This design comes from an exercise in tuning for small area, a short achievable clock period and few clock cycles per item on the open sky130 flow, not from production work.
The RTL was checked by simulation tests, not by an equivalence proof against the original design.

## flow/design.v (module list and top-level ports; edited modules follow where they fit)
// module mfrs_mul: 532 lines
// module median_filter_range_scaler: 273 lines
module median_filter_range_scaler
(
	input  logic                  clk,
	input  logic                  arst_n,
	input  logic                  sample_valid,
	output logic                  sample_ready,
	input  logic [SAMPLE_BITS-1:0] sample,
	output logic                  result_valid,
	input  logic                  result_ready,
	output logic [SAMPLE_BITS-1:0] result_filtered,
	output logic signed [VAL_W-1:0] result_value,
	output logic                  result_valid_res,
	input  logic                  psel,
	input  logic                  penable,
	input  logic                  pwrite,
	input  logic [APB_ADDR_W-1:0] paddr,
	input  logic [APB_DATA_W-1:0] pwdata,
	output logic [APB_DATA_W-1:0] prdata,
	output logic                  pready
);
  // ...
==> flow/run.sh <==
#!/bin/bash
# synth_recipe.tcl (not shown) runs the flow's synth.tcl, then flattens the netlist and writes it again
# the make line also repeats each setting of config.mk as NAME=value (left out here)
make -C /OpenROAD-flow-scripts/flow DESIGN_CONFIG=/design/flow/config.mk WORK_HOME=/design/flow/orfs CLKGATE_MAP_FILE= SYNTH_SCRIPT=/design/flow/synth_recipe.tcl finish
==> flow/config.mk <==
export PLATFORM = sky130hd
export DESIGN_NAME = median_filter_range_scaler
export DESIGN_NICKNAME = median_filter_range_scaler
export VERILOG_FILES = /design/flow/design.v
export SDC_FILE = /design/flow/constraint.sdc
export NUM_CORES = 4
export LEC_CHECK = 0
export CAP_MARGIN = 20
export CORE_MARGIN = 2
export CORE_UTILIZATION = 50
export PLACE_DENSITY = 0.7
export SETUP_SLACK_MARGIN = 2.8
export SLEW_MARGIN = 20
==> flow/constraint.sdc <==
create_clock -name core_clock -period 7.5 [get_ports {clk}]
set_input_delay 1.5000 -clock core_clock [delete_from_list [all_inputs] [get_ports {clk}]]
set_output_delay 1.5000 -clock core_clock [all_outputs]
set_load 0.01 [all_outputs]
==> impl_metrics.yaml, run 1 <==
status:
  status: "finished clean"
yosys:
  synth_top_area_share_pct: 12.5
  synthXorXnorAreaFrac_pct: 6.89
  avgSynthCellArea_sq_um: 9.48
  synth_edf_count: 90
  synth_common_cells: "inv_1, ha_1, nand2_1"
worst_setup_path:
  ff2ff_setup_slack_ns: 2.83
  crit_slowest_cell: "xor2_1"
  worstPathArrival_ns: 4.96
  startpoint_type: "register"
detailed_routing:
  first_pass_iters: 7
  vias: 16800
  wl_per_cell_microns: 18.9
  ant_nets: 0
  top_layer: "met4"
  wl_met2_mm: 26.6
grt:
  grt_pass1_vias: 16800
  gr-total-overflow: 0
  grt_pass1_wl_mm: 88.0
clock_network:
  clock_sinks: 255
  cts_resized: 69
die:
  core_area_sq_um: 42900
  die_w_microns: 212
  start_util_pct: 50.4
layout:
  clock_buffers: 44
  final_area_sq_um: 24700
  signal_buffers: 132
timing:
  finalSetupViolCount: 0
  period_needed_ns: 4.67
  grt_setup_unrepaired: "no"
  relSlewSlack_pct: 29.8
Testbench counts, summed over its fixed seeds: cycles 4,224, items 3,840.
==> inputs of run 2 (changes only) <==
==> flow/design.v (replaced) <==
package mfrs_pkg;
	localparam int WINDOW      = 5;
	localparam int SAMPLE_BITS = 10;
	localparam int REG_W       = 11;
	localparam int VAL_W       = 12;
	localparam int SLOT_W = (WINDOW > 1) ? $clog2(WINDOW) : 1;
	localparam int CNT_W  = $clog2(WINDOW + 1);
	localparam int MEDIAN_RANK = WINDOW / 2;
	localparam int CMP_W    = (SAMPLE_BITS > REG_W) ? SAMPLE_BITS : REG_W;
	localparam int PROD_W   = SAMPLE_BITS + REG_W;
	localparam int DIV_W    = PROD_W + (PROD_W % 2);
	localparam int DIV_STEPS = DIV_W / 2;
	localparam int STEP_W   = $clog2(DIV_STEPS);
	localparam int VAL_MAX_I = 2 ** (VAL_W - 1) - 1;
	localparam int VAL_MIN_MAG = 2 ** (VAL_W - 1);
	localparam int QUEUE_DEPTH = 2;
	localparam int QPTR_W = $clog2(QUEUE_DEPTH);
	localparam int QCNT_W = $clog2(QUEUE_DEPTH + 1);
	localparam int APB_DATA_W = 32;
	localparam int APB_ADDR_W = 5;
	localparam int REG_IDX_W  = 3;
	localparam logic [REG_IDX_W-1:0] REG_INPUT_LOW     = 3'd0;
	localparam logic [REG_IDX_W-1:0] REG_INPUT_HIGH    = 3'd1;
	localparam logic [REG_IDX_W-1:0] REG_OUTPUT_LOW    = 3'd2;
	localparam logic [REG_IDX_W-1:0] REG_OUTPUT_HIGH   = 3'd3;
	localparam logic [REG_IDX_W-1:0] REG_INVERT_ENABLE = 3'd4;
	localparam logic [REG_IDX_W-1:0] REG_DIGITAL_MODE  = 3'd5;
	localparam logic [REG_W-1:0] RST_INPUT_LOW   = 11'd0;
	localparam logic [REG_W-1:0] RST_INPUT_HIGH  = 11'd1024;
	localparam logic [REG_W-1:0] RST_OUTPUT_LOW  = 11'd0;
	localparam logic [REG_W-1:0] RST_OUTPUT_HIGH = 11'd127;
	typedef struct packed {
		logic [REG_W-1:0] input_low;
		logic [REG_W-1:0] input_high;
		logic [REG_W-1:0] output_low;
		logic [REG_W-1:0] output_high;
		logic             invert_enable;
		logic             digital_mode;
	} mfrs_cfg_t;
	localparam logic [1:0] F_IDLE = 2'd0;
	localparam logic [1:0] F_RANK = 2'd1;
	localparam logic [1:0] F_PUSH = 2'd2;
	localparam logic [2:0] B_IDLE = 3'd0;
	localparam logic [2:0] B_MUL  = 3'd1;
	localparam logic [2:0] B_DIV  = 3'd2;
	localparam logic [2:0] B_FIX  = 3'd3;
	localparam logic [2:0] B_OUT  = 3'd4;
endpackage
module mfrs_mul
(
	input  logic [9:0] d,
	input  logic [32:0] k,
	input  logic        neg,
	output logic [10:0] ta,
	output logic [10:0] tb,
	output logic [1:0]  g,
	output logic [1:0]  p
);
	logic [9:0][32:0] pp;
	always_comb begin
		for (int i = 0; i < 10; i++)
			pp[i] = k & {33{d[i]}};
	end
	logic w1;
	logic w2;
	logic w3;
	logic w4;
	logic w5;
	logic w6;
	logic w7;
	logic w8;
	logic w9;
	logic w10;
	logic w11;
	logic w12;
	logic w13;
	logic w14;
	logic w15;
	logic w16;
	logic w17;
	logic w18;
	logic w19;
	logic w20;
	logic w21;
	logic w22;
	logic w23;
	logic w24;
	logic w25;
	logic w26;
	logic w27;
	logic w28;
	logic w29;
	logic w30;
	logic w31;
	logic w32;
	logic w33;
	logic w34;
	logic w35;
	logic w36;
	logic w37;
	logic w38;
	logic w39;
	logic w40;
	logic w41;
	logic w42;
	logic w43;
	logic w44;
	logic w45;
	logic w46;
	logic w47;
	logic w48;
	logic w49;
	logic w50;
	logic w51;
	logic w52;
	logic w53;
	logic w54;
	logic w55;
	logic w56;
	logic w57;
	logic w58;
	logic w59;
	logic w60;
	logic w61;
	logic w62;
	logic w63;
	logic w64;
	logic w65;
	logic w66;
	logic w67;
	logic w68;
	logic w69;
	logic w70;
	logic w71;
	logic w72;
	logic w73;
	logic w74;
	logic w75;
	logic w76;
	logic w77;
	logic w78;
	logic w79;
	logic w80;
	logic w81;
	logic w82;
	logic w83;
	logic w84;
	logic w85;
	logic w86;
	logic w87;
	logic w88;
	logic w89;
	logic w90;
	logic w91;
	logic w92;
	logic w93;
	logic w94;
	logic w95;
	logic w96;
	logic w97;
	logic w98;
	logic w99;
	logic w100;
	logic w101;
	logic w102;
	logic w103;
	logic w104;
	logic w105;
	logic w106;
	logic w107;
	logic w108;
	logic w109;
	logic w110;
	logic w111;
	logic w112;
	logic w113;
	logic w114;
	logic w115;
	logic w116;
	logic w117;
	logic w118;
	logic w119;
	logic w120;
	logic w121;
	logic w122;
	logic w123;
	logic w124;
	logic w125;
	logic w126;
	logic w127;
	logic w128;
	logic w129;
	logic w130;
	logic w131;
	logic w132;
	logic w133;
	logic w134;
	logic w135;
	logic w136;
	logic w137;
	logic w138;
	logic w139;
	logic w140;
	logic w141;
	logic w142;
	logic w143;
	logic w144;
	logic w145;
	logic w146;
	logic w147;
	logic w148;
	logic w149;
	logic w150;
	logic w151;
	logic w152;
	logic w153;
	logic w154;
	logic w155;
	logic w156;
	logic w157;
	logic w158;
	logic w159;
	logic w160;
	logic w161;
	logic w162;
	logic w163;
	logic w164;
	logic w165;
	logic w166;
	logic w167;
	logic w168;
	logic w169;
	logic w170;
	logic w171;
	logic w172;
	logic w173;
	logic w174;
	logic w175;
	logic w176;
	logic w177;
	logic w178;
	logic w179;
	logic w180;
	logic w181;
	logic w182;
	logic w183;
	logic w184;
	logic w185;
	logic w186;
	logic w187;
	logic w188;
	logic w189;
	logic w190;
	logic w191;
	logic w192;
	logic w193;
	logic w194;
	logic w195;
	logic w196;
	logic w197;
	logic w198;
	logic w199;
	logic w200;
	logic w201;
	logic w202;
	logic w203;
	logic w204;
	logic w205;
	logic w206;
	logic w207;
	logic w208;
	logic w209;
	logic w210;
	logic w211;
	logic w212;
	logic w213;
	logic w214;
	logic w215;
	logic w216;
	logic w217;
	logic w218;
	logic w219;
	logic w220;
	logic w221;
	logic w222;
	logic w223;
	logic w224;
	logic w225;
	logic w226;
	logic w227;
	logic w228;
	logic w229;
	logic w230;
	logic w231;
	logic w232;
	logic w233;
	logic w234;
	logic w235;
	logic w236;
	logic w237;
	logic w238;
	logic w239;
	logic w240;
	logic w241;
	logic w242;
	logic w243;
	logic w244;
	logic w245;
	logic w246;
	logic w247;
	logic w248;
	logic w249;
	logic w250;
	logic w251;
	logic w252;
	logic w253;
	logic w254;
	logic w255;
	logic w256;
	logic w257;
	logic w258;
	logic w259;
	logic w260;
	logic w261;
	logic w262;
	logic w263;
	logic w264;
	logic w265;
	logic w266;
	logic w267;
	logic w268;
	logic w269;
	logic w270;
	logic w271;
	logic w272;
	logic w273;
	logic w274;
	logic w275;
	logic w276;
	logic w277;
	logic w278;
	logic w279;
	logic w280;
	logic w281;
	logic w282;
	logic w283;
	logic w284;
	logic w285;
	logic w286;
	logic w287;
	logic w288;
	logic w289;
	logic w290;
	logic w291;
	logic w292;
	logic w293;
	logic w294;
	logic w295;
	logic w296;
	logic w297;
	logic w298;
	logic w299;
	logic w300;
	logic w301;
	logic w302;
	logic w303;
	logic w304;
	logic w305;
	logic w306;
	logic w307;
	logic w308;
	logic w309;
	logic w310;
	logic w311;
	logic w312;
	logic w313;
	logic w314;
	logic w315;
	logic w316;
	logic w317;
	logic w318;
	logic w319;
	logic w320;
	logic w321;
	logic w322;
	logic w323;
	logic w324;
	logic w325;
	logic w326;
	logic w327;
	logic w328;
	logic w329;
	logic w330;
	logic w331;
	logic w332;
	logic w333;
	logic w334;
	logic w335;
	logic w336;
	logic w337;
	logic w338;
	logic w339;
	logic w340;
	logic w341;
	logic w342;
	logic w343;
	logic w344;
	logic w345;
	logic w346;
	logic w347;
	logic w348;
	logic w349;
	logic w350;
	logic w351;
	logic w352;
	logic w353;
	logic w354;
	logic w355;
	logic w356;
	logic w357;
	logic w358;
	logic w359;
	logic w360;
	logic w361;
	logic w362;
	logic w363;
	logic w364;
	logic w365;
	logic w366;
	logic w367;
	logic w368;
	logic w369;
	logic w370;
	logic w371;
	logic w372;
	logic w373;
	logic w374;
	logic w375;
	logic w376;
	logic w377;
	logic w378;
	logic w379;
	logic w380;
	logic w381;
	logic w382;
	logic w383;
	logic w384;
	logic w385;
	logic w386;
	logic w387;
	logic w388;
	logic w389;
	logic w390;
	logic w391;
	logic w392;
	logic w393;
	logic w394;
	logic w395;
	logic w396;
	logic w397;
	logic w398;
	logic w399;
	logic w400;
	logic w401;
	logic w402;
	logic w403;
	logic w404;
	logic w405;
	logic w406;
	logic w407;
	logic w408;
	logic w409;
	logic w410;
	logic w411;
	logic w412;
	logic w413;
	logic w414;
	logic w415;
	logic w416;
	logic w417;
	logic w418;
	logic w419;
	logic w420;
	logic w421;
	logic w422;
	logic w423;
	logic w424;
	logic w425;
	logic w426;
	logic w427;
	logic w428;
	logic w429;
	logic w430;
	logic w431;
	logic w432;
	logic w433;
	logic w434;
	logic w435;
	logic w436;
	logic w437;
	logic w438;
	logic w439;
	logic w440;
	logic w441;
	logic w442;
	logic w443;
	logic w444;
	logic w445;
	logic w446;
	logic w447;
	logic w448;
	logic w449;
	logic w450;
	logic w451;
	logic w452;
	logic w453;
	logic w454;
	logic w455;
	logic w456;
	logic w457;
	logic w458;
	assign w1 = pp[0][8] ^ pp[1][7];
	assign w2 = pp[0][8] & pp[1][7];
	assign w3 = pp[0][9] ^ pp[1][8] ^ pp[2][7];
	assign w4 = (pp[0][9] & pp[1][8]) | (pp[0][9] & pp[2][7]) | (pp[1][8] & pp[2][7]);
	assign w5 = pp[3][6] ^ pp[4][5];
	assign w6 = pp[3][6] & pp[4][5];
	assign w7 = pp[0][10] ^ pp[1][9] ^ pp[2][8];
	assign w8 = (pp[0][10] & pp[1][9]) | (pp[0][10] & pp[2][8]) | (pp[1][9] & pp[2][8]);
	assign w9 = pp[3][7] ^ pp[4][6] ^ pp[5][5];
	assign w10 = (pp[3][7] & pp[4][6]) | (pp[3][7] & pp[5][5]) | (pp[4][6] & pp[5][5]);
	assign w11 = pp[0][11] ^ pp[1][10] ^ pp[2][9];
	assign w12 = (pp[0][11] & pp[1][10]) | (pp[0][11] & pp[2][9]) | (pp[1][10] & pp[2][9]);
	assign w13 = pp[3][8] ^ pp[4][7] ^ pp[5][6];
	assign w14 = (pp[3][8] & pp[4][7]) | (pp[3][8] & pp[5][6]) | (pp[4][7] & pp[5][6]);
	assign w15 = pp[0][12] ^ pp[1][11] ^ pp[2][10];
	assign w16 = (pp[0][12] & pp[1][11]) | (pp[0][12] & pp[2][10]) | (pp[1][11] & pp[2][10]);
	assign w17 = pp[3][9] ^ pp[4][8] ^ pp[5][7];
	assign w18 = (pp[3][9] & pp[4][8]) | (pp[3][9] & pp[5][7]) | (pp[4][8] & pp[5][7]);
	assign w19 = pp[0][13] ^ pp[1][12] ^ pp[2][11];
	assign w20 = (pp[0][13] & pp[1][12]) | (pp[0][13] & pp[2][11]) | (pp[1][12] & pp[2][11]);
	assign w21 = pp[3][10] ^ pp[4][9] ^ pp[5][8];
	assign w22 = (pp[3][10] & pp[4][9]) | (pp[3][10] & pp[5][8]) | (pp[4][9] & pp[5][8]);
	assign w23 = pp[0][14] ^ pp[1][13] ^ pp[2][12];
	assign w24 = (pp[0][14] & pp[1][13]) | (pp[0][14] & pp[2][12]) | (pp[1][13] & pp[2][12]);
	assign w25 = pp[3][11] ^ pp[4][10] ^ pp[5][9];
	assign w26 = (pp[3][11] & pp[4][10]) | (pp[3][11] & pp[5][9]) | (pp[4][10] & pp[5][9]);
	assign w27 = pp[0][15] ^ pp[1][14] ^ pp[2][13];
	assign w28 = (pp[0][15] & pp[1][14]) | (pp[0][15] & pp[2][13]) | (pp[1][14] & pp[2][13]);
	assign w29 = pp[3][12] ^ pp[4][11] ^ pp[5][10];
	assign w30 = (pp[3][12] & pp[4][11]) | (pp[3][12] & pp[5][10]) | (pp[4][11] & pp[5][10]);
	assign w31 = pp[0][16] ^ pp[1][15] ^ pp[2][14];
	assign w32 = (pp[0][16] & pp[1][15]) | (pp[0][16] & pp[2][14]) | (pp[1][15] & pp[2][14]);
	assign w33 = pp[3][13] ^ pp[4][12] ^ pp[5][11];
	assign w34 = (pp[3][13] & pp[4][12]) | (pp[3][13] & pp[5][11]) | (pp[4][12] & pp[5][11]);
	assign w35 = pp[0][17] ^ pp[1][16] ^ pp[2][15];
	assign w36 = (pp[0][17] & pp[1][16]) | (pp[0][17] & pp[2][15]) | (pp[1][16] & pp[2][15]);
	assign w37 = pp[3][14] ^ pp[4][13] ^ pp[5][12];
	assign w38 = (pp[3][14] & pp[4][13]) | (pp[3][14] & pp[5][12]) | (pp[4][13] & pp[5][12]);
	assign w39 = pp[0][18] ^ pp[1][17] ^ pp[2][16];
	assign w40 = (pp[0][18] & pp[1][17]) | (pp[0][18] & pp[2][16]) | (pp[1][17] & pp[2][16]);
	assign w41 = pp[3][15] ^ pp[4][14] ^ pp[5][13];
	assign w42 = (pp[3][15] & pp[4][14]) | (pp[3][15] & pp[5][13]) | (pp[4][14] & pp[5][13]);
	assign w43 = pp[0][19] ^ pp[1][18] ^ pp[2][17];
	assign w44 = (pp[0][19] & pp[1][18]) | (pp[0][19] & pp[2][17]) | (pp[1][18] & pp[2][17]);
	assign w45 = pp[3][16] ^ pp[4][15] ^ pp[5][14];
	assign w46 = (pp[3][16] & pp[4][15]) | (pp[3][16] & pp[5][14]) | (pp[4][15] & pp[5][14]);
	assign w47 = pp[0][20] ^ pp[1][19] ^ pp[2][18];
	assign w48 = (pp[0][20] & pp[1][19]) | (pp[0][20] & pp[2][18]) | (pp[1][19] & pp[2][18]);
	assign w49 = pp[3][17] ^ pp[4][16] ^ pp[5][15];
	assign w50 = (pp[3][17] & pp[4][16]) | (pp[3][17] & pp[5][15]) | (pp[4][16] & pp[5][15]);
	assign w51 = pp[0][21] ^ pp[1][20] ^ pp[2][19];
	assign w52 = (pp[0][21] & pp[1][20]) | (pp[0][21] & pp[2][19]) | (pp[1][20] & pp[2][19]);
	assign w53 = pp[3][18] ^ pp[4][17] ^ pp[5][16];
	assign w54 = (pp[3][18] & pp[4][17]) | (pp[3][18] & pp[5][16]) | (pp[4][17] & pp[5][16]);
	assign w55 = pp[0][22] ^ pp[1][21] ^ pp[2][20];
	assign w56 = (pp[0][22] & pp[1][21]) | (pp[0][22] & pp[2][20]) | (pp[1][21] & pp[2][20]);
	assign w57 = pp[3][19] ^ pp[4][18];
	assign w58 = pp[3][19] & pp[4][18];
	assign w59 = pp[0][23] ^ pp[1][22] ^ pp[2][21];
	assign w60 = (pp[0][23] & pp[1][22]) | (pp[0][23] & pp[2][21]) | (pp[1][22] & pp[2][21]);
	assign w61 = pp[3][20] ^ pp[4][19];
	assign w62 = pp[3][20] & pp[4][19];
	assign w63 = pp[0][24] ^ pp[1][23] ^ pp[2][22];
	assign w64 = (pp[0][24] & pp[1][23]) | (pp[0][24] & pp[2][22]) | (pp[1][23] & pp[2][22]);
	assign w65 = pp[3][21] ^ pp[4][20];
	assign w66 = pp[3][21] & pp[4][20];
	assign w67 = pp[0][25] ^ pp[1][24] ^ pp[2][23];
	assign w68 = (pp[0][25] & pp[1][24]) | (pp[0][25] & pp[2][23]) | (pp[1][24] & pp[2][23]);
	assign w69 = pp[3][22] ^ pp[4][21];
	assign w70 = pp[3][22] & pp[4][21];
	assign w71 = pp[0][26] ^ pp[1][25] ^ pp[2][24];
	assign w72 = (pp[0][26] & pp[1][25]) | (pp[0][26] & pp[2][24]) | (pp[1][25] & pp[2][24]);
	assign w73 = pp[3][23] ^ pp[4][22];
	assign w74 = pp[3][23] & pp[4][22];
	assign w75 = pp[0][27] ^ pp[1][26] ^ pp[2][25];
	assign w76 = (pp[0][27] & pp[1][26]) | (pp[0][27] & pp[2][25]) | (pp[1][26] & pp[2][25]);
	assign w77 = pp[3][24] ^ pp[4][23];
	assign w78 = pp[3][24] & pp[4][23];
	assign w79 = pp[0][28] ^ pp[1][27] ^ pp[2][26];
	assign w80 = (pp[0][28] & pp[1][27]) | (pp[0][28] & pp[2][26]) | (pp[1][27] & pp[2][26]);
	assign w81 = pp[3][25] ^ pp[4][24];
	assign w82 = pp[3][25] & pp[4][24];
	assign w83 = pp[0][29] ^ pp[1][28] ^ pp[2][27];
	assign w84 = (pp[0][29] & pp[1][28]) | (pp[0][29] & pp[2][27]) | (pp[1][28] & pp[2][27]);
	assign w85 = pp[3][26] ^ pp[4][25];
	assign w86 = pp[3][26] & pp[4][25];
	assign w87 = pp[0][30] ^ pp[1][29] ^ pp[2][28];
	assign w88 = (pp[0][30] & pp[1][29]) | (pp[0][30] & pp[2][28]) | (pp[1][29] & pp[2][28]);
	assign w89 = pp[3][27] ^ pp[4][26];
	assign w90 = pp[3][27] & pp[4][26];
	assign w91 = pp[0][31] ^ pp[1][30] ^ pp[2][29];
	assign w92 = (pp[0][31] & pp[1][30]) | (pp[0][31] & pp[2][29]) | (pp[1][30] & pp[2][29]);
	assign w93 = pp[3][28] ^ pp[4][27];
	assign w94 = pp[3][28] & pp[4][27];
	assign w95 = pp[0][32] ^ pp[1][31] ^ pp[2][30];
	assign w96 = (pp[0][32] & pp[1][31]) | (pp[0][32] & pp[2][30]) | (pp[1][31] & pp[2][30]);
	assign w97 = pp[3][29] ^ pp[4][28];
	assign w98 = pp[3][29] & pp[4][28];
	assign w99 = pp[0][7] ^ pp[1][6] ^ pp[2][5];
	assign w100 = (pp[0][7] & pp[1][6]) | (pp[0][7] & pp[2][5]) | (pp[1][6] & pp[2][5]);
	assign w101 = pp[3][4] ^ pp[4][3];
	assign w102 = pp[3][4] & pp[4][3];
	assign w103 = w1 ^ pp[2][6] ^ pp[3][5];
	assign w104 = (w1 & pp[2][6]) | (w1 & pp[3][5]) | (pp[2][6] & pp[3][5]);
	assign w105 = pp[4][4] ^ pp[5][3] ^ pp[6][2];
	assign w106 = (pp[4][4] & pp[5][3]) | (pp[4][4] & pp[6][2]) | (pp[5][3] & pp[6][2]);
	assign w107 = pp[7][1] ^ pp[8][0];
	assign w108 = pp[7][1] & pp[8][0];
	assign w109 = w2 ^ w3 ^ w5;
	assign w110 = (w2 & w3) | (w2 & w5) | (w3 & w5);
	assign w111 = pp[5][4] ^ pp[6][3] ^ pp[7][2];
	assign w112 = (pp[5][4] & pp[6][3]) | (pp[5][4] & pp[7][2]) | (pp[6][3] & pp[7][2]);
	assign w113 = pp[8][1] ^ pp[9][0] ^ 1'b1;
	assign w114 = (pp[8][1] & pp[9][0]) | (pp[8][1] & 1'b1) | (pp[9][0] & 1'b1);
	assign w115 = w4 ^ w6 ^ w7;
	assign w116 = (w4 & w6) | (w4 & w7) | (w6 & w7);
	assign w117 = w9 ^ pp[6][4] ^ pp[7][3];
	assign w118 = (w9 & pp[6][4]) | (w9 & pp[7][3]) | (pp[6][4] & pp[7][3]);
	assign w119 = pp[8][2] ^ pp[9][1] ^ neg;
	assign w120 = (pp[8][2] & pp[9][1]) | (pp[8][2] & neg) | (pp[9][1] & neg);
	assign w121 = w8 ^ w10 ^ w11;
	assign w122 = (w8 & w10) | (w8 & w11) | (w10 & w11);
	assign w123 = w13 ^ pp[6][5] ^ pp[7][4];
	assign w124 = (w13 & pp[6][5]) | (w13 & pp[7][4]) | (pp[6][5] & pp[7][4]);
	assign w125 = pp[8][3] ^ pp[9][2] ^ neg;
	assign w126 = (pp[8][3] & pp[9][2]) | (pp[8][3] & neg) | (pp[9][2] & neg);
	assign w127 = w12 ^ w14 ^ w15;
	assign w128 = (w12 & w14) | (w12 & w15) | (w14 & w15);
	assign w129 = w17 ^ pp[6][6] ^ pp[7][5];
	assign w130 = (w17 & pp[6][6]) | (w17 & pp[7][5]) | (pp[6][6] & pp[7][5]);
	assign w131 = pp[8][4] ^ pp[9][3] ^ neg;
	assign w132 = (pp[8][4] & pp[9][3]) | (pp[8][4] & neg) | (pp[9][3] & neg);
	assign w133 = w16 ^ w18 ^ w19;
	assign w134 = (w16 & w18) | (w16 & w19) | (w18 & w19);
	assign w135 = w21 ^ pp[6][7] ^ pp[7][6];
	assign w136 = (w21 & pp[6][7]) | (w21 & pp[7][6]) | (pp[6][7] & pp[7][6]);
	assign w137 = pp[8][5] ^ pp[9][4] ^ neg;
	assign w138 = (pp[8][5] & pp[9][4]) | (pp[8][5] & neg) | (pp[9][4] & neg);
	assign w139 = w20 ^ w22 ^ w23;
	assign w140 = (w20 & w22) | (w20 & w23) | (w22 & w23);
	assign w141 = w25 ^ pp[6][8] ^ pp[7][7];
	assign w142 = (w25 & pp[6][8]) | (w25 & pp[7][7]) | (pp[6][8] & pp[7][7]);
	assign w143 = pp[8][6] ^ pp[9][5] ^ neg;
	assign w144 = (pp[8][6] & pp[9][5]) | (pp[8][6] & neg) | (pp[9][5] & neg);
	assign w145 = w24 ^ w26 ^ w27;
	assign w146 = (w24 & w26) | (w24 & w27) | (w26 & w27);
	assign w147 = w29 ^ pp[6][9] ^ pp[7][8];
	assign w148 = (w29 & pp[6][9]) | (w29 & pp[7][8]) | (pp[6][9] & pp[7][8]);
	assign w149 = pp[8][7] ^ pp[9][6] ^ neg;
	assign w150 = (pp[8][7] & pp[9][6]) | (pp[8][7] & neg) | (pp[9][6] & neg);
	assign w151 = w28 ^ w30 ^ w31;
	assign w152 = (w28 & w30) | (w28 & w31) | (w30 & w31);
	assign w153 = w33 ^ pp[6][10] ^ pp[7][9];
	assign w154 = (w33 & pp[6][10]) | (w33 & pp[7][9]) | (pp[6][10] & pp[7][9]);
	assign w155 = pp[8][8] ^ pp[9][7] ^ neg;
	assign w156 = (pp[8][8] & pp[9][7]) | (pp[8][8] & neg) | (pp[9][7] & neg);
	assign w157 = w32 ^ w34 ^ w35;
	assign w158 = (w32 & w34) | (w32 & w35) | (w34 & w35);
	assign w159 = w37 ^ pp[6][11] ^ pp[7][10];
	assign w160 = (w37 & pp[6][11]) | (w37 & pp[7][10]) | (pp[6][11] & pp[7][10]);
	assign w161 = pp[8][9] ^ pp[9][8] ^ neg;
	assign w162 = (pp[8][9] & pp[9][8]) | (pp[8][9] & neg) | (pp[9][8] & neg);
	assign w163 = w36 ^ w38 ^ w39;
	assign w164 = (w36 & w38) | (w36 & w39) | (w38 & w39);
	assign w165 = w41 ^ pp[6][12] ^ pp[7][11];
	assign w166 = (w41 & pp[6][12]) | (w41 & pp[7][11]) | (pp[6][12] & pp[7][11]);
	assign w167 = pp[8][10] ^ pp[9][9] ^ neg;
	assign w168 = (pp[8][10] & pp[9][9]) | (pp[8][10] & neg) | (pp[9][9] & neg);
	assign w169 = w40 ^ w42 ^ w43;
	assign w170 = (w40 & w42) | (w40 & w43) | (w42 & w43);
	assign w171 = w45 ^ pp[6][13] ^ pp[7][12];
	assign w172 = (w45 & pp[6][13]) | (w45 & pp[7][12]) | (pp[6][13] & pp[7][12]);
	assign w173 = pp[8][11] ^ pp[9][10] ^ neg;
	assign w174 = (pp[8][11] & pp[9][10]) | (pp[8][11] & neg) | (pp[9][10] & neg);
	assign w175 = w44 ^ w46 ^ w47;
	assign w176 = (w44 & w46) | (w44 & w47) | (w46 & w47);
	assign w177 = w49 ^ pp[6][14] ^ pp[7][13];
	assign w178 = (w49 & pp[6][14]) | (w49 & pp[7][13]) | (pp[6][14] & pp[7][13]);
	assign w179 = pp[8][12] ^ pp[9][11] ^ neg;
	assign w180 = (pp[8][12] & pp[9][11]) | (pp[8][12] & neg) | (pp[9][11] & neg);
	assign w181 = w48 ^ w50 ^ w51;
	assign w182 = (w48 & w50) | (w48 & w51) | (w50 & w51);
	assign w183 = w53 ^ pp[6][15] ^ pp[7][14];
	assign w184 = (w53 & pp[6][15]) | (w53 & pp[7][14]) | (pp[6][15] & pp[7][14]);
	assign w185 = pp[8][13] ^ pp[9][12] ^ neg;
	assign w186 = (pp[8][13] & pp[9][12]) | (pp[8][13] & neg) | (pp[9][12] & neg);
	assign w187 = w52 ^ w54 ^ w55;
	assign w188 = (w52 & w54) | (w52 & w55) | (w54 & w55);
	assign w189 = w57 ^ pp[5][17] ^ pp[6][16];
	assign w190 = (w57 & pp[5][17]) | (w57 & pp[6][16]) | (pp[5][17] & pp[6][16]);
	assign w191 = pp[7][15] ^ pp[8][14] ^ pp[9][13];
	assign w192 = (pp[7][15] & pp[8][14]) | (pp[7][15] & pp[9][13]) | (pp[8][14] & pp[9][13]);
	assign w193 = w56 ^ w58 ^ w59;
	assign w194 = (w56 & w58) | (w56 & w59) | (w58 & w59);
	assign w195 = w61 ^ pp[5][18] ^ pp[6][17];
	assign w196 = (w61 & pp[5][18]) | (w61 & pp[6][17]) | (pp[5][18] & pp[6][17]);
	assign w197 = pp[7][16] ^ pp[8][15] ^ pp[9][14];
	assign w198 = (pp[7][16] & pp[8][15]) | (pp[7][16] & pp[9][14]) | (pp[8][15] & pp[9][14]);
	assign w199 = w60 ^ w62 ^ w63;
	assign w200 = (w60 & w62) | (w60 & w63) | (w62 & w63);
	assign w201 = w65 ^ pp[5][19] ^ pp[6][18];
	assign w202 = (w65 & pp[5][19]) | (w65 & pp[6][18]) | (pp[5][19] & pp[6][18]);
	assign w203 = pp[7][17] ^ pp[8][16] ^ pp[9][15];
	assign w204 = (pp[7][17] & pp[8][16]) | (pp[7][17] & pp[9][15]) | (pp[8][16] & pp[9][15]);
	assign w205 = w64 ^ w66 ^ w67;
	assign w206 = (w64 & w66) | (w64 & w67) | (w66 & w67);
	assign w207 = w69 ^ pp[5][20] ^ pp[6][19];
	assign w208 = (w69 & pp[5][20]) | (w69 & pp[6][19]) | (pp[5][20] & pp[6][19]);
	assign w209 = pp[7][18] ^ pp[8][17] ^ pp[9][16];
	assign w210 = (pp[7][18] & pp[8][17]) | (pp[7][18] & pp[9][16]) | (pp[8][17] & pp[9][16]);
	assign w211 = w68 ^ w70 ^ w71;
	assign w212 = (w68 & w70) | (w68 & w71) | (w70 & w71);
	assign w213 = w73 ^ pp[5][21] ^ pp[6][20];
	assign w214 = (w73 & pp[5][21]) | (w73 & pp[6][20]) | (pp[5][21] & pp[6][20]);
	assign w215 = pp[7][19] ^ pp[8][18] ^ pp[9][17];
	assign w216 = (pp[7][19] & pp[8][18]) | (pp[7][19] & pp[9][17]) | (pp[8][18] & pp[9][17]);
	assign w217 = w72 ^ w74 ^ w75;
	assign w218 = (w72 & w74) | (w72 & w75) | (w74 & w75);
	assign w219 = w77 ^ pp[5][22] ^ pp[6][21];
	assign w220 = (w77 & pp[5][22]) | (w77 & pp[6][21]) | (pp[5][22] & pp[6][21]);
	assign w221 = pp[7][20] ^ pp[8][19] ^ pp[9][18];
	assign w222 = (pp[7][20] & pp[8][19]) | (pp[7][20] & pp[9][18]) | (pp[8][19] & pp[9][18]);
	assign w223 = w76 ^ w78 ^ w79;
	assign w224 = (w76 & w78) | (w76 & w79) | (w78 & w79);
	assign w225 = w81 ^ pp[5][23] ^ pp[6][22];
	assign w226 = (w81 & pp[5][23]) | (w81 & pp[6][22]) | (pp[5][23] & pp[6][22]);
	assign w227 = pp[7][21] ^ pp[8][20] ^ pp[9][19];
	assign w228 = (pp[7][21] & pp[8][20]) | (pp[7][21] & pp[9][19]) | (pp[8][20] & pp[9][19]);
	assign w229 = w80 ^ w82 ^ w83;
	assign w230 = (w80 & w82) | (w80 & w83) | (w82 & w83);
	assign w231 = w85 ^ pp[5][24] ^ pp[6][23];
	assign w232 = (w85 & pp[5][24]) | (w85 & pp[6][23]) | (pp[5][24] & pp[6][23]);
	assign w233 = pp[7][22] ^ pp[8][21] ^ pp[9][20];
	assign w234 = (pp[7][22] & pp[8][21]) | (pp[7][22] & pp[9][20]) | (pp[8][21] & pp[9][20]);
	assign w235 = w84 ^ w86 ^ w87;
	assign w236 = (w84 & w86) | (w84 & w87) | (w86 & w87);
	assign w237 = w89 ^ pp[5][25] ^ pp[6][24];
	assign w238 = (w89 & pp[5][25]) | (w89 & pp[6][24]) | (pp[5][25] & pp[6][24]);
	assign w239 = pp[7][23] ^ pp[8][22] ^ pp[9][21];
	assign w240 = (pp[7][23] & pp[8][22]) | (pp[7][23] & pp[9][21]) | (pp[8][22] & pp[9][21]);
	assign w241 = w88 ^ w90 ^ w91;
	assign w242 = (w88 & w90) | (w88 & w91) | (w90 & w91);
	assign w243 = w93 ^ pp[5][26] ^ pp[6][25];
	assign w244 = (w93 & pp[5][26]) | (w93 & pp[6][25]) | (pp[5][26] & pp[6][25]);
	assign w245 = pp[7][24] ^ pp[8][23] ^ pp[9][22];
	assign w246 = (pp[7][24] & pp[8][23]) | (pp[7][24] & pp[9][22]) | (pp[8][23] & pp[9][22]);
	assign w247 = w92 ^ w94 ^ w95;
	assign w248 = (w92 & w94) | (w92 & w95) | (w94 & w95);
	assign w249 = w97 ^ pp[5][27] ^ pp[6][26];
	assign w250 = (w97 & pp[5][27]) | (w97 & pp[6][26]) | (pp[5][27] & pp[6][26]);
	assign w251 = pp[7][25] ^ pp[8][24] ^ pp[9][23];
	assign w252 = (pp[7][25] & pp[8][24]) | (pp[7][25] & pp[9][23]) | (pp[8][24] & pp[9][23]);
	assign w253 = w99 ^ w101 ^ pp[5][2];
	assign w254 = (w99 & w101) | (w99 & pp[5][2]) | (w101 & pp[5][2]);
	assign w255 = w100 ^ w102 ^ w103;
	assign w256 = (w100 & w102) | (w100 & w103) | (w102 & w103);
	assign w257 = w105 ^ w107;
	assign w258 = w105 & w107;
	assign w259 = w104 ^ w106 ^ w108;
	assign w260 = (w104 & w106) | (w104 & w108) | (w106 & w108);
	assign w261 = w109 ^ w111 ^ w113;
	assign w262 = (w109 & w111) | (w109 & w113) | (w111 & w113);
	assign w263 = w110 ^ w112 ^ w114;
	assign w264 = (w110 & w112) | (w110 & w114) | (w112 & w114);
	assign w265 = w115 ^ w117 ^ w119;
	assign w266 = (w115 & w117) | (w115 & w119) | (w117 & w119);
	assign w267 = w116 ^ w118 ^ w120;
	assign w268 = (w116 & w118) | (w116 & w120) | (w118 & w120);
	assign w269 = w121 ^ w123 ^ w125;
	assign w270 = (w121 & w123) | (w121 & w125) | (w123 & w125);
	assign w271 = w122 ^ w124 ^ w126;
	assign w272 = (w122 & w124) | (w122 & w126) | (w124 & w126);
	assign w273 = w127 ^ w129 ^ w131;
	assign w274 = (w127 & w129) | (w127 & w131) | (w129 & w131);
	assign w275 = w128 ^ w130 ^ w132;
	assign w276 = (w128 & w130) | (w128 & w132) | (w130 & w132);
	assign w277 = w133 ^ w135 ^ w137;
	assign w278 = (w133 & w135) | (w133 & w137) | (w135 & w137);
	assign w279 = w134 ^ w136 ^ w138;
	assign w280 = (w134 & w136) | (w134 & w138) | (w136 & w138);
	assign w281 = w139 ^ w141 ^ w143;
	assign w282 = (w139 & w141) | (w139 & w143) | (w141 & w143);
	assign w283 = w140 ^ w142 ^ w144;
	assign w284 = (w140 & w142) | (w140 & w144) | (w142 & w144);
	assign w285 = w145 ^ w147 ^ w149;
	assign w286 = (w145 & w147) | (w145 & w149) | (w147 & w149);
	assign w287 = w146 ^ w148 ^ w150;
	assign w288 = (w146 & w148) | (w146 & w150) | (w148 & w150);
	assign w289 = w151 ^ w153 ^ w155;
	assign w290 = (w151 & w153) | (w151 & w155) | (w153 & w155);
	assign w291 = w152 ^ w154 ^ w156;
	assign w292 = (w152 & w154) | (w152 & w156) | (w154 & w156);
	assign w293 = w157 ^ w159 ^ w161;
	assign w294 = (w157 & w159) | (w157 & w161) | (w159 & w161);
	assign w295 = w158 ^ w160 ^ w162;
	assign w296 = (w158 & w160) | (w158 & w162) | (w160 & w162);
	assign w297 = w163 ^ w165 ^ w167;
	assign w298 = (w163 & w165) | (w163 & w167) | (w165 & w167);
	assign w299 = w164 ^ w166 ^ w168;
	assign w300 = (w164 & w166) | (w164 & w168) | (w166 & w168);
	assign w301 = w169 ^ w171 ^ w173;
	assign w302 = (w169 & w171) | (w169 & w173) | (w171 & w173);
	assign w303 = w170 ^ w172 ^ w174;
	assign w304 = (w170 & w172) | (w170 & w174) | (w172 & w174);
	assign w305 = w175 ^ w177 ^ w179;
	assign w306 = (w175 & w177) | (w175 & w179) | (w177 & w179);
	assign w307 = w176 ^ w178 ^ w180;
	assign w308 = (w176 & w178) | (w176 & w180) | (w178 & w180);
	assign w309 = w181 ^ w183 ^ w185;
	assign w310 = (w181 & w183) | (w181 & w185) | (w183 & w185);
	assign w311 = w182 ^ w184 ^ w186;
	assign w312 = (w182 & w184) | (w182 & w186) | (w184 & w186);
	assign w313 = w187 ^ w189 ^ w191;
	assign w314 = (w187 & w189) | (w187 & w191) | (w189 & w191);
	assign w315 = w188 ^ w190 ^ w192;
	assign w316 = (w188 & w190) | (w188 & w192) | (w190 & w192);
	assign w317 = w193 ^ w195 ^ w197;
	assign w318 = (w193 & w195) | (w193 & w197) | (w195 & w197);
	assign w319 = w194 ^ w196 ^ w198;
	assign w320 = (w194 & w196) | (w194 & w198) | (w196 & w198);
	assign w321 = w199 ^ w201 ^ w203;
	assign w322 = (w199 & w201) | (w199 & w203) | (w201 & w203);
	assign w323 = w200 ^ w202 ^ w204;
	assign w324 = (w200 & w202) | (w200 & w204) | (w202 & w204);
	assign w325 = w205 ^ w207 ^ w209;
	assign w326 = (w205 & w207) | (w205 & w209) | (w207 & w209);
	assign w327 = w206 ^ w208 ^ w210;
	assign w328 = (w206 & w208) | (w206 & w210) | (w208 & w210);
	assign w329 = w211 ^ w213 ^ w215;
	assign w330 = (w211 & w213) | (w211 & w215) | (w213 & w215);
	assign w331 = w212 ^ w214 ^ w216;
	assign w332 = (w212 & w214) | (w212 & w216) | (w214 & w216);
	assign w333 = w217 ^ w219 ^ w221;
	assign w334 = (w217 & w219) | (w217 & w221) | (w219 & w221);
	assign w335 = w218 ^ w220 ^ w222;
	assign w336 = (w218 & w220) | (w218 & w222) | (w220 & w222);
	assign w337 = w223 ^ w225 ^ w227;
	assign w338 = (w223 & w225) | (w223 & w227) | (w225 & w227);
	assign w339 = w224 ^ w226 ^ w228;
	assign w340 = (w224 & w226) | (w224 & w228) | (w226 & w228);
	assign w341 = w229 ^ w231 ^ w233;
	assign w342 = (w229 & w231) | (w229 & w233) | (w231 & w233);
	assign w343 = w230 ^ w232 ^ w234;
	assign w344 = (w230 & w232) | (w230 & w234) | (w232 & w234);
	assign w345 = w235 ^ w237 ^ w239;
	assign w346 = (w235 & w237) | (w235 & w239) | (w237 & w239);
	assign w347 = w236 ^ w238 ^ w240;
	assign w348 = (w236 & w238) | (w236 & w240) | (w238 & w240);
	assign w349 = w241 ^ w243 ^ w245;
	assign w350 = (w241 & w243) | (w241 & w245) | (w243 & w245);
	assign w351 = w242 ^ w244 ^ w246;
	assign w352 = (w242 & w244) | (w242 & w246) | (w244 & w246);
	assign w353 = w247 ^ w249 ^ w251;
	assign w354 = (w247 & w249) | (w247 & w251) | (w249 & w251);
	assign w355 = w253 ^ pp[6][1];
	assign w356 = w253 & pp[6][1];
	assign w357 = w254 ^ w255 ^ w257;
	assign w358 = (w254 & w255) | (w254 & w257) | (w255 & w257);
	assign w359 = w256 ^ w258 ^ w259;
	assign w360 = (w256 & w258) | (w256 & w259) | (w258 & w259);
	assign w361 = w260 ^ w262 ^ w263;
	assign w362 = (w260 & w262) | (w260 & w263) | (w262 & w263);
	assign w363 = w264 ^ w266 ^ w267;
	assign w364 = (w264 & w266) | (w264 & w267) | (w266 & w267);
	assign w365 = w268 ^ w270 ^ w271;
	assign w366 = (w268 & w270) | (w268 & w271) | (w270 & w271);
	assign w367 = w272 ^ w274 ^ w275;
	assign w368 = (w272 & w274) | (w272 & w275) | (w274 & w275);
	assign w369 = w276 ^ w278 ^ w279;
	assign w370 = (w276 & w278) | (w276 & w279) | (w278 & w279);
	assign w371 = w280 ^ w282 ^ w283;
	assign w372 = (w280 & w282) | (w280 & w283) | (w282 & w283);
	assign w373 = w284 ^ w286 ^ w287;
	assign w374 = (w284 & w286) | (w284 & w287) | (w286 & w287);
	assign w375 = w288 ^ w290 ^ w291;
	assign w376 = (w288 & w290) | (w288 & w291) | (w290 & w291);
	assign w377 = w292 ^ w294 ^ w295;
	assign w378 = (w292 & w294) | (w292 & w295) | (w294 & w295);
	assign w379 = w296 ^ w298 ^ w299;
	assign w380 = (w296 & w298) | (w296 & w299) | (w298 & w299);
	assign w381 = w300 ^ w302 ^ w303;
	assign w382 = (w300 & w302) | (w300 & w303) | (w302 & w303);
	assign w383 = w304 ^ w306 ^ w307;
	assign w384 = (w304 & w306) | (w304 & w307) | (w306 & w307);
	assign w385 = w308 ^ w310 ^ w311;
	assign w386 = (w308 & w310) | (w308 & w311) | (w310 & w311);
	assign w387 = w312 ^ w314 ^ w315;
	assign w388 = (w312 & w314) | (w312 & w315) | (w314 & w315);
	assign w389 = w316 ^ w318 ^ w319;
	assign w390 = (w316 & w318) | (w316 & w319) | (w318 & w319);
	assign w391 = w320 ^ w322 ^ w323;
	assign w392 = (w320 & w322) | (w320 & w323) | (w322 & w323);
	assign w393 = w324 ^ w326 ^ w327;
	assign w394 = (w324 & w326) | (w324 & w327) | (w326 & w327);
	assign w395 = w328 ^ w330 ^ w331;
	assign w396 = (w328 & w330) | (w328 & w331) | (w330 & w331);
	assign w397 = w332 ^ w334 ^ w335;
	assign w398 = (w332 & w334) | (w332 & w335) | (w334 & w335);
	assign w399 = w336 ^ w338 ^ w339;
	assign w400 = (w336 & w338) | (w336 & w339) | (w338 & w339);
	assign w401 = w340 ^ w342 ^ w343;
	assign w402 = (w340 & w342) | (w340 & w343) | (w342 & w343);
	assign w403 = w344 ^ w346 ^ w347;
	assign w404 = (w344 & w346) | (w344 & w347) | (w346 & w347);
	assign w405 = w348 ^ w350 ^ w351;
	assign w406 = (w348 & w350) | (w348 & w351) | (w350 & w351);
	assign w407 = w355 ^ pp[7][0];
	assign w408 = w355 & pp[7][0];
	assign w409 = w356 ^ w357 ^ 1'b1;
	assign w410 = (w356 & w357) | (w356 & 1'b1) | (w357 & 1'b1);
	assign w411 = w358 ^ w359 ^ w261;
	assign w412 = (w358 & w359) | (w358 & w261) | (w359 & w261);
	assign w413 = w360 ^ w361 ^ w265;
	assign w414 = (w360 & w361) | (w360 & w265) | (w361 & w265);
	assign w415 = w362 ^ w363 ^ w269;
	assign w416 = (w362 & w363) | (w362 & w269) | (w363 & w269);
	assign w417 = w364 ^ w365 ^ w273;
	assign w418 = (w364 & w365) | (w364 & w273) | (w365 & w273);
	assign w419 = w366 ^ w367 ^ w277;
	assign w420 = (w366 & w367) | (w366 & w277) | (w367 & w277);
	assign w421 = w368 ^ w369 ^ w281;
	assign w422 = (w368 & w369) | (w368 & w281) | (w369 & w281);
	assign w423 = w370 ^ w371 ^ w285;
	assign w424 = (w370 & w371) | (w370 & w285) | (w371 & w285);
	assign w425 = w372 ^ w373 ^ w289;
	assign w426 = (w372 & w373) | (w372 & w289) | (w373 & w289);
	assign w427 = w374 ^ w375 ^ w293;
	assign w428 = (w374 & w375) | (w374 & w293) | (w375 & w293);
	assign w429 = w376 ^ w377 ^ w297;
	assign w430 = (w376 & w377) | (w376 & w297) | (w377 & w297);
	assign w431 = w378 ^ w379 ^ w301;
	assign w432 = (w378 & w379) | (w378 & w301) | (w379 & w301);
	assign w433 = w380 ^ w381 ^ w305;
	assign w434 = (w380 & w381) | (w380 & w305) | (w381 & w305);
	assign w435 = w382 ^ w383 ^ w309;
	assign w436 = (w382 & w383) | (w382 & w309) | (w383 & w309);
	assign w437 = w384 ^ w385 ^ w313;
	assign w438 = (w384 & w385) | (w384 & w313) | (w385 & w313);
	assign w439 = w386 ^ w387 ^ w317;
	assign w440 = (w386 & w387) | (w386 & w317) | (w387 & w317);
	assign w441 = w388 ^ w389 ^ w321;
	assign w442 = (w388 & w389) | (w388 & w321) | (w389 & w321);
	assign w443 = w390 ^ w391 ^ w325;
	assign w444 = (w390 & w391) | (w390 & w325) | (w391 & w325);
	assign w445 = w392 ^ w393 ^ w329;
	assign w446 = (w392 & w393) | (w392 & w329) | (w393 & w329);
	assign w447 = w394 ^ w395 ^ w333;
	assign w448 = (w394 & w395) | (w394 & w333) | (w395 & w333);
	assign w449 = w396 ^ w397 ^ w337;
	assign w450 = (w396 & w397) | (w396 & w337) | (w397 & w337);
	assign w451 = w398 ^ w399 ^ w341;
	assign w452 = (w398 & w399) | (w398 & w341) | (w399 & w341);
	assign w453 = w400 ^ w401 ^ w345;
	assign w454 = (w400 & w401) | (w400 & w345) | (w401 & w345);
	assign w455 = w402 ^ w403 ^ w349;
	assign w456 = (w402 & w403) | (w402 & w349) | (w403 & w349);
	assign w457 = w404 ^ w405 ^ w353;
	assign w458 = (w404 & w405) | (w404 & w353) | (w405 & w353);
	logic [32:0] ra, rb;
	assign ra = {w456, w454, w452, w450, w448, w446, w444, w442, w440, w438, w436, w434, w432, w430, w428, w426, w424, w422, w420, w418, w416, w414, w412, w410, w408, w407, 1'b0, 1'b0, 1'b0, 1'b0, 1'b0, 1'b0, 1'b0};
	assign rb = {w457, w455, w453, w451, w449, w447, w445, w443, w441, w439, w437, w435, w433, w431, w429, w427, w425, w423, w421, w419, w417, w415, w413, w411, w409, 1'b1, 1'b0, 1'b0, 1'b0, 1'b0, 1'b0, 1'b0, 1'b0};
	logic [8:0] s0;
	logic [7:0] s1;
	assign s0   = {1'b0, ra[14:7]} + {1'b0, rb[14:7]};
	assign s1   = {1'b0, ra[21:15]} + {1'b0, rb[21:15]};
	assign g[0] = s0[8];
	assign g[1] = s1[7];
	assign p[0] = &(ra[14:7] ^ rb[14:7]);
	assign p[1] = &(ra[21:15] ^ rb[21:15]);
	assign ta   = ra[32:22];
	assign tb   = rb[32:22];
endmodule
import mfrs_pkg::*;
module median_filter_range_scaler
(
	input  logic                  clk,
	input  logic                  arst_n,
	input  logic                  sample_valid,
	output logic                  sample_ready,
	input  logic [SAMPLE_BITS-1:0] sample,
	output logic                  result_valid,
	input  logic                  result_ready,
	output logic [SAMPLE_BITS-1:0] result_filtered,
	output logic signed [VAL_W-1:0] result_value,
	output logic                  result_valid_res,
	input  logic                  psel,
	input  logic                  penable,
	input  logic                  pwrite,
	input  logic [APB_ADDR_W-1:0] paddr,
	input  logic [APB_DATA_W-1:0] pwdata,
	output logic [APB_DATA_W-1:0] prdata,
	output logic                  pready
);
	localparam int KSTEPS = 2;
	localparam int KXW    = 34;
	localparam int KCYC   = KXW / KSTEPS;
	mfrs_pkg::mfrs_cfg_t cfg_q;
	logic [REG_IDX_W-1:0] reg_idx;
	logic                 cfg_wr;
	assign pready  = 1'b1;
	assign reg_idx = paddr[APB_ADDR_W-1:2];
	assign cfg_wr  = psel && penable && pwrite;
	always_comb begin
		unique case (reg_idx)
			REG_INPUT_LOW:     prdata = APB_DATA_W'(cfg_q.input_low);
			REG_INPUT_HIGH:    prdata = APB_DATA_W'(cfg_q.input_high);
			REG_OUTPUT_LOW:    prdata = APB_DATA_W'(cfg_q.output_low);
			REG_OUTPUT_HIGH:   prdata = APB_DATA_W'(cfg_q.output_high);
			REG_INVERT_ENABLE: prdata = APB_DATA_W'(cfg_q.invert_enable);
			REG_DIGITAL_MODE:  prdata = APB_DATA_W'(cfg_q.digital_mode);
			default:           prdata = '0;
		endcase
	end
	always_ff @(posedge clk or negedge arst_n) begin
		if (!arst_n) begin
			cfg_q.input_low     <= RST_INPUT_LOW;
			cfg_q.input_high    <= RST_INPUT_HIGH;
			cfg_q.output_low    <= RST_OUTPUT_LOW;
			cfg_q.output_high   <= RST_OUTPUT_HIGH;
			cfg_q.invert_enable <= 1'b0;
			cfg_q.digital_mode  <= 1'b0;
		end else if (cfg_wr) begin
			unique case (reg_idx)
				REG_INPUT_LOW:     cfg_q.input_low     <= pwdata[REG_W-1:0];
				REG_INPUT_HIGH:    cfg_q.input_high    <= pwdata[REG_W-1:0];
				REG_OUTPUT_LOW:    cfg_q.output_low    <= pwdata[REG_W-1:0];
				REG_OUTPUT_HIGH:   cfg_q.output_high   <= pwdata[REG_W-1:0];
				REG_INVERT_ENABLE: cfg_q.invert_enable <= pwdata[0];
				REG_DIGITAL_MODE:  cfg_q.digital_mode  <= pwdata[0];
				default: ;
			endcase
		end
	end
	logic [REG_W-1:0] den_q;     
	logic             neg_q;     
	logic             szero_q;   
	logic [REG_W:0]   out_span;
	assign out_span = {1'b0, cfg_q.output_high} - {1'b0, cfg_q.output_low};
	always_ff @(posedge clk) begin
		den_q   <= cfg_q.input_high - cfg_q.input_low;
		neg_q   <= out_span[REG_W];
		szero_q <= (cfg_q.input_high == cfg_q.input_low);
	end
	logic en;
	logic out_valid_q;
	logic kbusy_q;
	logic kready;
	assign en           = !out_valid_q || result_ready;
	assign sample_ready = en && kready;
	logic take;
	assign take = sample_valid && sample_ready;
	logic [REG_W-1:0] kr_q;
	logic [KXW-1:0]   kx_q;
	logic [4:0]       kcnt_q;
	logic             kpend_q;
	logic             kwr;
	logic [REG_W-1:0] kr_n;
	logic [KXW-1:0]   kx_n;
	logic [REG_W-1:0] kmag, kdm1;
	assign kwr = cfg_wr && !reg_idx[2];
	assign kready = !kbusy_q || (!kpend_q && (kcnt_q >= 5'(KCYC - 2)));
	always_comb begin
		kmag = out_span[REG_W] ? REG_W'(-out_span) : out_span[REG_W-1:0];
		kdm1 = cfg_q.input_high - cfg_q.input_low - 1'b1;
	end
	always_comb begin
		logic [REG_W:0]   t;
		logic [REG_W+1:0] dif;
		kr_n = kr_q;
		kx_n = kx_q;
		for (int k = 0; k < KSTEPS; k++) begin
			t    = {kr_n, kx_n[KXW-1]};
			dif  = {1'b0, t} - {2'b00, den_q};
			kx_n = {kx_n[KXW-2:0], !dif[REG_W+1]};
			kr_n = dif[REG_W+1] ? t[REG_W-1:0] : dif[REG_W-1:0];
		end
	end
	always_ff @(posedge clk or negedge arst_n) begin
		if (!arst_n) begin
			kpend_q <= 1'b1;
			kbusy_q <= 1'b1;
			kcnt_q  <= '0;
		end else begin
			kpend_q <= kwr;
			if (kwr) begin
				kbusy_q <= 1'b1;
				kcnt_q  <= '0;
			end else if (kbusy_q && !kpend_q) begin
				kcnt_q <= kcnt_q + 1'b1;
				if (kcnt_q == 5'(KCYC - 1)) kbusy_q <= 1'b0;
			end
		end
	end
	always_ff @(posedge clk) begin
		if (kpend_q) begin
			kx_q <= {1'b0, kmag, 11'b0, out_span[REG_W] ? REG_W'(0) : kdm1};
		end else if (kbusy_q) begin
			kx_q <= kx_n;
		end
	end
	always_ff @(posedge clk) begin
		kr_q <= kpend_q ? '0 : kr_n;
	end
	logic [4:0][SAMPLE_BITS-1:0] win_q;
	logic [4:0][4:0]             ord_q;
	logic [3:0]                  le;      
	always_comb begin
		for (int j = 0; j < 4; j++)
			le[j] = (sample <= win_q[j]);
	end
	always_ff @(posedge clk or negedge arst_n) begin
		if (!arst_n) begin
			win_q <= '0;
			ord_q <= '1;
		end else if (take) begin
			win_q <= {win_q[3:0], sample};
			for (int i = 0; i < 4; i++)
				for (int j = i + 1; j < 4; j++)
					ord_q[i + 1][j + 1] <= ord_q[i][j];
			for (int j = 0; j < 4; j++)
				ord_q[0][j + 1] <= le[j];
		end
	end
	logic v1_q;
	always_ff @(posedge clk or negedge arst_n) begin
		if (!arst_n) v1_q <= 1'b0;
		else if (en) v1_q <= take;
	end
	logic [4:0]             pick;
	logic [SAMPLE_BITS-1:0] med1;
	function automatic logic two_of_four(input logic [3:0] b);
		two_of_four = ((3'(b[0]) + 3'(b[1]) + 3'(b[2]) + 3'(b[3])) == 3'd2);
	endfunction
	always_comb begin
		logic [3:0] bef;
		for (int i = 0; i < 5; i++) begin
			for (int j = 0; j < 4; j++) begin
				if (j < i) bef[j] = ord_q[j][i];
				else       bef[j] = !ord_q[i][j + 1];
			end
			pick[i] = two_of_four(bef);
		end
		med1 = '0;
		for (int i = 0; i < 5; i++)
			med1 = med1 | (win_q[i] & {SAMPLE_BITS{pick[i]}});
	end
	logic                   va_q;
	logic                   inra_q;
	logic [SAMPLE_BITS-1:0] meda_q;
	logic [SAMPLE_BITS-1:0] offa_q;
	always_ff @(posedge clk or negedge arst_n) begin
		if (!arst_n) va_q <= 1'b0;
		else if (en) va_q <= v1_q;
	end
	always_ff @(posedge clk) begin
		if (en) begin
			inra_q <= ({1'b0, med1} >= cfg_q.input_low) && ({1'b0, med1} <= cfg_q.input_high) && !szero_q;
			meda_q <= med1;
			offa_q <= med1 - SAMPLE_BITS'(cfg_q.input_low);
		end
	end
	logic [REG_W-1:0] ta2, tb2;
	logic [1:0]       g2, p2;
	mfrs_mul u_mul (
		.d   (offa_q),
		.k   (kx_q[32:0]),
		.neg (neg_q),
		.ta  (ta2),
		.tb  (tb2),
		.g   (g2),
		.p   (p2)
	);
	logic                   pv;
	logic                   inrp_q;
	logic [SAMPLE_BITS-1:0] medp_q;
	logic [REG_W-1:0]       tap_q, tbp_q;
	logic [1:0]             gp_q;
	logic                   pp_q;
	always_ff @(posedge clk or negedge arst_n) begin
		if (!arst_n) pv <= 1'b0;
		else if (en) pv <= va_q;
	end
	always_ff @(posedge clk) begin
		if (en) begin
			inrp_q  <= inra_q;
			medp_q  <= meda_q;
			tap_q   <= ta2;
			tbp_q   <= tb2;
			gp_q    <= g2;
			pp_q    <= p2[1];
		end
	end
	logic                    scl;
	logic [SAMPLE_BITS-1:0]  medf;
	logic                    tc;           
	logic                    ia;
	logic [VAL_W:0]          xa, xb, xxb, xs, xcy;
	logic [VAL_W:0]          za, zb, zo, zs, zcy;
	logic                    xc;
	logic signed [VAL_W-1:0] fval;
	logic                    fvres;
	always_comb begin
		scl  = inrp_q;
		medf = medp_q;
		tc   = gp_q[1] || (pp_q && gp_q[0]);
		ia   = neg_q && !cfg_q.invert_enable;
		xa   = ia ? ~{2'b00, tap_q} : {2'b00, tap_q};
		xb   = ia ? ~{2'b00, tbp_q} : {2'b00, tbp_q};
		xxb  = !cfg_q.invert_enable ? '0 :
		       neg_q ? {2'b00, cfg_q.output_high} : ~{2'b00, cfg_q.output_high};
		xc   = neg_q ^ cfg_q.invert_enable;
		xcy  = {(xa[VAL_W-1:0] & xb[VAL_W-1:0]) | (xa[VAL_W-1:0] & xxb[VAL_W-1:0]) | (xb[VAL_W-1:0] & xxb[VAL_W-1:0]), ia ? !tc : tc};
		xs   = (xa ^ xb ^ xxb) + xcy + (VAL_W + 1)'(xc);
		za   = ~{2'b00, tap_q};
		zb   = ~{2'b00, tbp_q};
		zo   = {2'b00, cfg_q.output_high};
		zcy  = {(za[VAL_W-1:0] & zb[VAL_W-1:0]) | (za[VAL_W-1:0] & zo[VAL_W-1:0]) | (zb[VAL_W-1:0] & zo[VAL_W-1:0]), !tc};
		zs   = (za ^ zb ^ zo) + zcy + 1'b1;
		if (cfg_q.digital_mode) begin
			fval  = (medf != '0) ? VAL_W'(1) : VAL_W'(-1);
			fvres = 1'b1;
		end else if (scl) begin
			if (!cfg_q.invert_enable)
				fval = xs[VAL_W-1:0];
			else if (!neg_q)
				fval = xs[VAL_W] ? zs[VAL_W-1:0] : xs[VAL_W-1:0];
			else
				fval = (xs[VAL_W] || xs[VAL_W-1]) ? VAL_W'(VAL_MAX_I) : xs[VAL_W-1:0];
			fvres = 1'b1;
		end else begin
			fval  = VAL_W'(-1);
			fvres = 1'b0;
		end
	end
	logic [SAMPLE_BITS-1:0]  out_filt_q;
	logic signed [VAL_W-1:0] out_value_q;
	logic                    out_vres_q;
	always_ff @(posedge clk or negedge arst_n) begin
		if (!arst_n) out_valid_q <= 1'b0;
		else if (en) out_valid_q <= pv;
	end
	always_ff @(posedge clk) begin
		if (en) begin
			out_filt_q  <= medf;
			out_value_q <= fval;
			out_vres_q  <= fvres;
		end
	end
	assign result_valid     = out_valid_q;
	assign result_filtered  = out_filt_q;
	assign result_value     = out_value_q;
	assign result_valid_res = out_vres_q;
endmodule
==> flow/config.mk (replaced) <==
export PLATFORM = sky130hd
export DESIGN_NAME = median_filter_range_scaler
export DESIGN_NICKNAME = median_filter_range_scaler
export VERILOG_FILES = /design/flow/design.v
export SDC_FILE = /design/flow/constraint.sdc
export NUM_CORES = 4
export LEC_CHECK = 0
export CAP_MARGIN = 20
export CORE_MARGIN = 2
export CORE_UTILIZATION = 40
export PLACE_DENSITY = 0.6
export SETUP_SLACK_MARGIN = 3.0
export SLEW_MARGIN = 20
==> run 2 against run 1 <==
  * Critical path depth decreased by 12
  * Die area increased by 35%
  * Flip-flop and latch count unchanged
  * Area after synthesis increased by 8.4%
  * Clock skew decreased by 0.0079 ns
  * Final cell count increased by 13%
  * Critical endpoint is now prdata[1]
  * Highest routed layer unchanged
==> impl_metrics.yaml, run 2 <==
grt:
  gr-total-overflow: 0
  busiest_layer: "met2"
  use_met3_pct: 2.07
  use_met1_pct: 25.5
  use_met2_pct: 34.0
  grt_usage_pct: 19.6
  grt_pass1_vias: 18100
  grt_max_degree: 69
  grt_pass1_wl_mm: 94.5
  antenna_found_initial: 0
hold_path:
  min_path_type: "register to register"
worst_setup_path:
  critical_path_required_ns: 6.00
  worstPathArrival_ns: 2.96
  startpoint_type: "input port"
  cp_max_fo: 19
  critical_path_class: "input port to output pin"
  ff2ff_setup_slack_ns: 3.11
  cp-end-kind: "output pin"
layout:
  final_nets: 2995
  fin_util_pct: 46.2
  nFillCells: 5411
  largest_reg_flops: 50
  largest-register: "win_q"
  final_common_cell: "inv_1"
  num_antenna_cells: 0
  largestRegisters: "win_q: 50 flops, cfg_q: 46 flops, kx_q: 34 flops"
  most-common-layout-cells: "inv_1, nand2_1, fa_1, ha_1, and2_1"
  drive_gt1_share_pct: 12.1
  area_growth_pct: 14.1
die:
  core_area_sq_um: 57800
  die_w_microns: 246
  start_util_pct: 40.5
  ioPinCount: 112
  die_area_sq_um: 60500
  die_h_microns: 246
  rows: 88
timing:
  fin_hold_ws_ns: 0.420
  worst_pin_slew_ns: 0.941
  finalSetupViolCount: 0
  grt_setup_unrepaired: "yes"
  hold_violations: 0
  slew_viol_final: 0
  tns_ns: 0
  fin_crit_sh_pct: 59.4
  clock.fmax_mhz: 224
  period_needed_ns: 4.46
  relSlewSlack_pct: 37.3
  skew_ns: 0.0217
  setup_slack_ns: 3.04
placement:
  gp_congestion: 0.887
  portBuffers: 66
  post-place-ws_ns: 2.02
  dp_hpwl_mm: 42.4
detailed_routing:
  first_pass_iters: 5
  drc_errors: 0
  wl_per_cell_microns: 17.5
  ant_nets: 0
  first_iter_violations: 922
  finalWirelength_mm: 58.1
  vias_per_cell: 5.16
  vias: 17100
yosys:
  ys_seq_area_share_pct: 28.8
  post-synth-top-count-cell: "inv_1"
  synth_edf_count: 102
  syn_inst: 2447
  syn_area_sq_um: 23400
  synth_common_cells: "inv_1, nand2_1, fa_1"
  avgSynthCellArea_sq_um: 9.57
  yosysTopAreaCell: "fa_1"
  synthTopCellsByArea: "fa_1, edfxtp_1, dfrtp_1"
  ys_seq_elements: 255
  synth_top_area_share_pct: 19.2
  async_flop_share_pct: 45.9
  synth_top_flop_cell: "edfxtp_1"
  synth_cell_types: 85
  yosysWarnings: 2
status:
  status: "finished clean"
clock_network:
  cts_buffers: 31
  clkLatencyLatePin_ns: 0.60
  root_buffer: "clkbuf_16"
  cts_tree: "yes"
  clk_pin_slew_ns: 0.06
  clock_sinks: 255
  clk_path_buf_depth: 3
  h-tree-depth: 1
run:
  max-cap-violations: 0
[run 2: cell types whose count changed after synthesis, sizes merged, moves of 88 or more]
cell   before  now
a22oi     115   24
nand2     144  272
xor2      121   33
inv       297  403
fa        106  225
and2       28  170
[run 2: layer usage]
layer / wire [microns] / part of all wire (%) / up-vias
met3: 2140 / 3.7 / 94
met2: 28500 / 49 / 312
met5: 0 / 0 / -
li1: - / - / 8116
met4: 1830 / 3.1 / 0
met1: 25600 / 44 / 8612
[run 2: worst max-delay path, cell delays in order]
cell and delay (ns):
buf_4 0.24, mux4_2 0.56, nor2b_1 0.15, clkdlybuf4s50_1 0.50
[run 2: cells by family (layout without fill, tap and decap cells)]
kind of cell	Yosys count	count (layout)	synth area share (%)
multiplexers	77	77	4.05
buffers and inverters	513	597	8.72
AND/OR/NAND/NOR	704	707	14.9
flip-flops	255	255	28.8
adder cells (fa/ha/maj)	411	411	29.2
other	2	22	0.0321
XOR/XNOR	116	116	4.37
AO/OA/AOI/OAI	369	370	10.0
[run 2: stage by stage]
step                instances  area (sq um)
global placement         3206         24800
finish                   3320         26700
CTS                      3297         26200
floorplan                2467         23500
detailed placement       3206         24800
global route             3320         26700
[run 2: what timing repair did]
item / 4_1_cts / 5_1_grt
setup buffers: 28 / 22
hold buffers: 0 / 0
setup endpoints to repair: 41 / 34
pin swaps: 10 / 65
gates resized for setup: 47 / 89
gates cloned: 5 / 1
[run 2: path summary, 6_finish.rpt]
kind | endpoint | cells after the start | start
setup / recovery | prdata[1] | 4 | paddr[3]
hold / removal | medp_q[8] | 0 | meda_q[8]
setup reg to reg | gp_q[0] | 17 | offa_q[0]
hold reg to reg | medp_q[8] | 0 | meda_q[8]
max in group asynchronous | cfg_q[14] | 2 | arst_n
min in group asynchronous | out_valid_q | 1 | arst_n
[run 2: cell type report]
class	count	area (sq um)	share of cell area [%]
clock buffers	38	845	3.16
flip-flops and latches	255	6750	25.2
repair buffers	136	1310	4.90
clock inverters	20	213	0.796
well taps	765	957	3.58
inverters	403	1520	5.68
multi-input cells	1703	15100	56.7
Testbench counts of run 2, summed over its fixed seeds: cycles 4,256, items 3,840.

static timing again, ports no longer ideal:
How much do the figures lean on ideal ports? The routed layouts below were timed once more, with nothing changed but the port constraints. Step 1 assumes that a clkbuf_16 drives the clock port and a buf_2 every other input. Step 2 adds t to the input delays and takes it off the output delays; t is the mean of the earliest and latest rising clock arrival at the registers after step 1. Input paths then give back, and output paths get back, about the clock's delay inside the block. Slacks: ideal / step 1 / step 2; pairs: ideal / step 1.
| run | t (ns) | slack for setup (ns) | worst register clock-pin slew, ns | worst data-port slew with drivers (ns) | cell pins on the clock port's net |
|---|---|---|---|---|---|
| run 1 | 0.596 | 2.830 / 2.828 / 2.386 | 0.06 / 0.06 | 0.07 | 1 |
| run 2 | 0.644 | 3.043 / 3.015 / 3.015 | 0.07 / 0.07 | 0.04 | 1 |
After both steps every run listed still meets setup and hold. For run 1, which loses most, drivers alone change the setup slack by -0.002 ns; drivers and shift together by -0.444 ns.
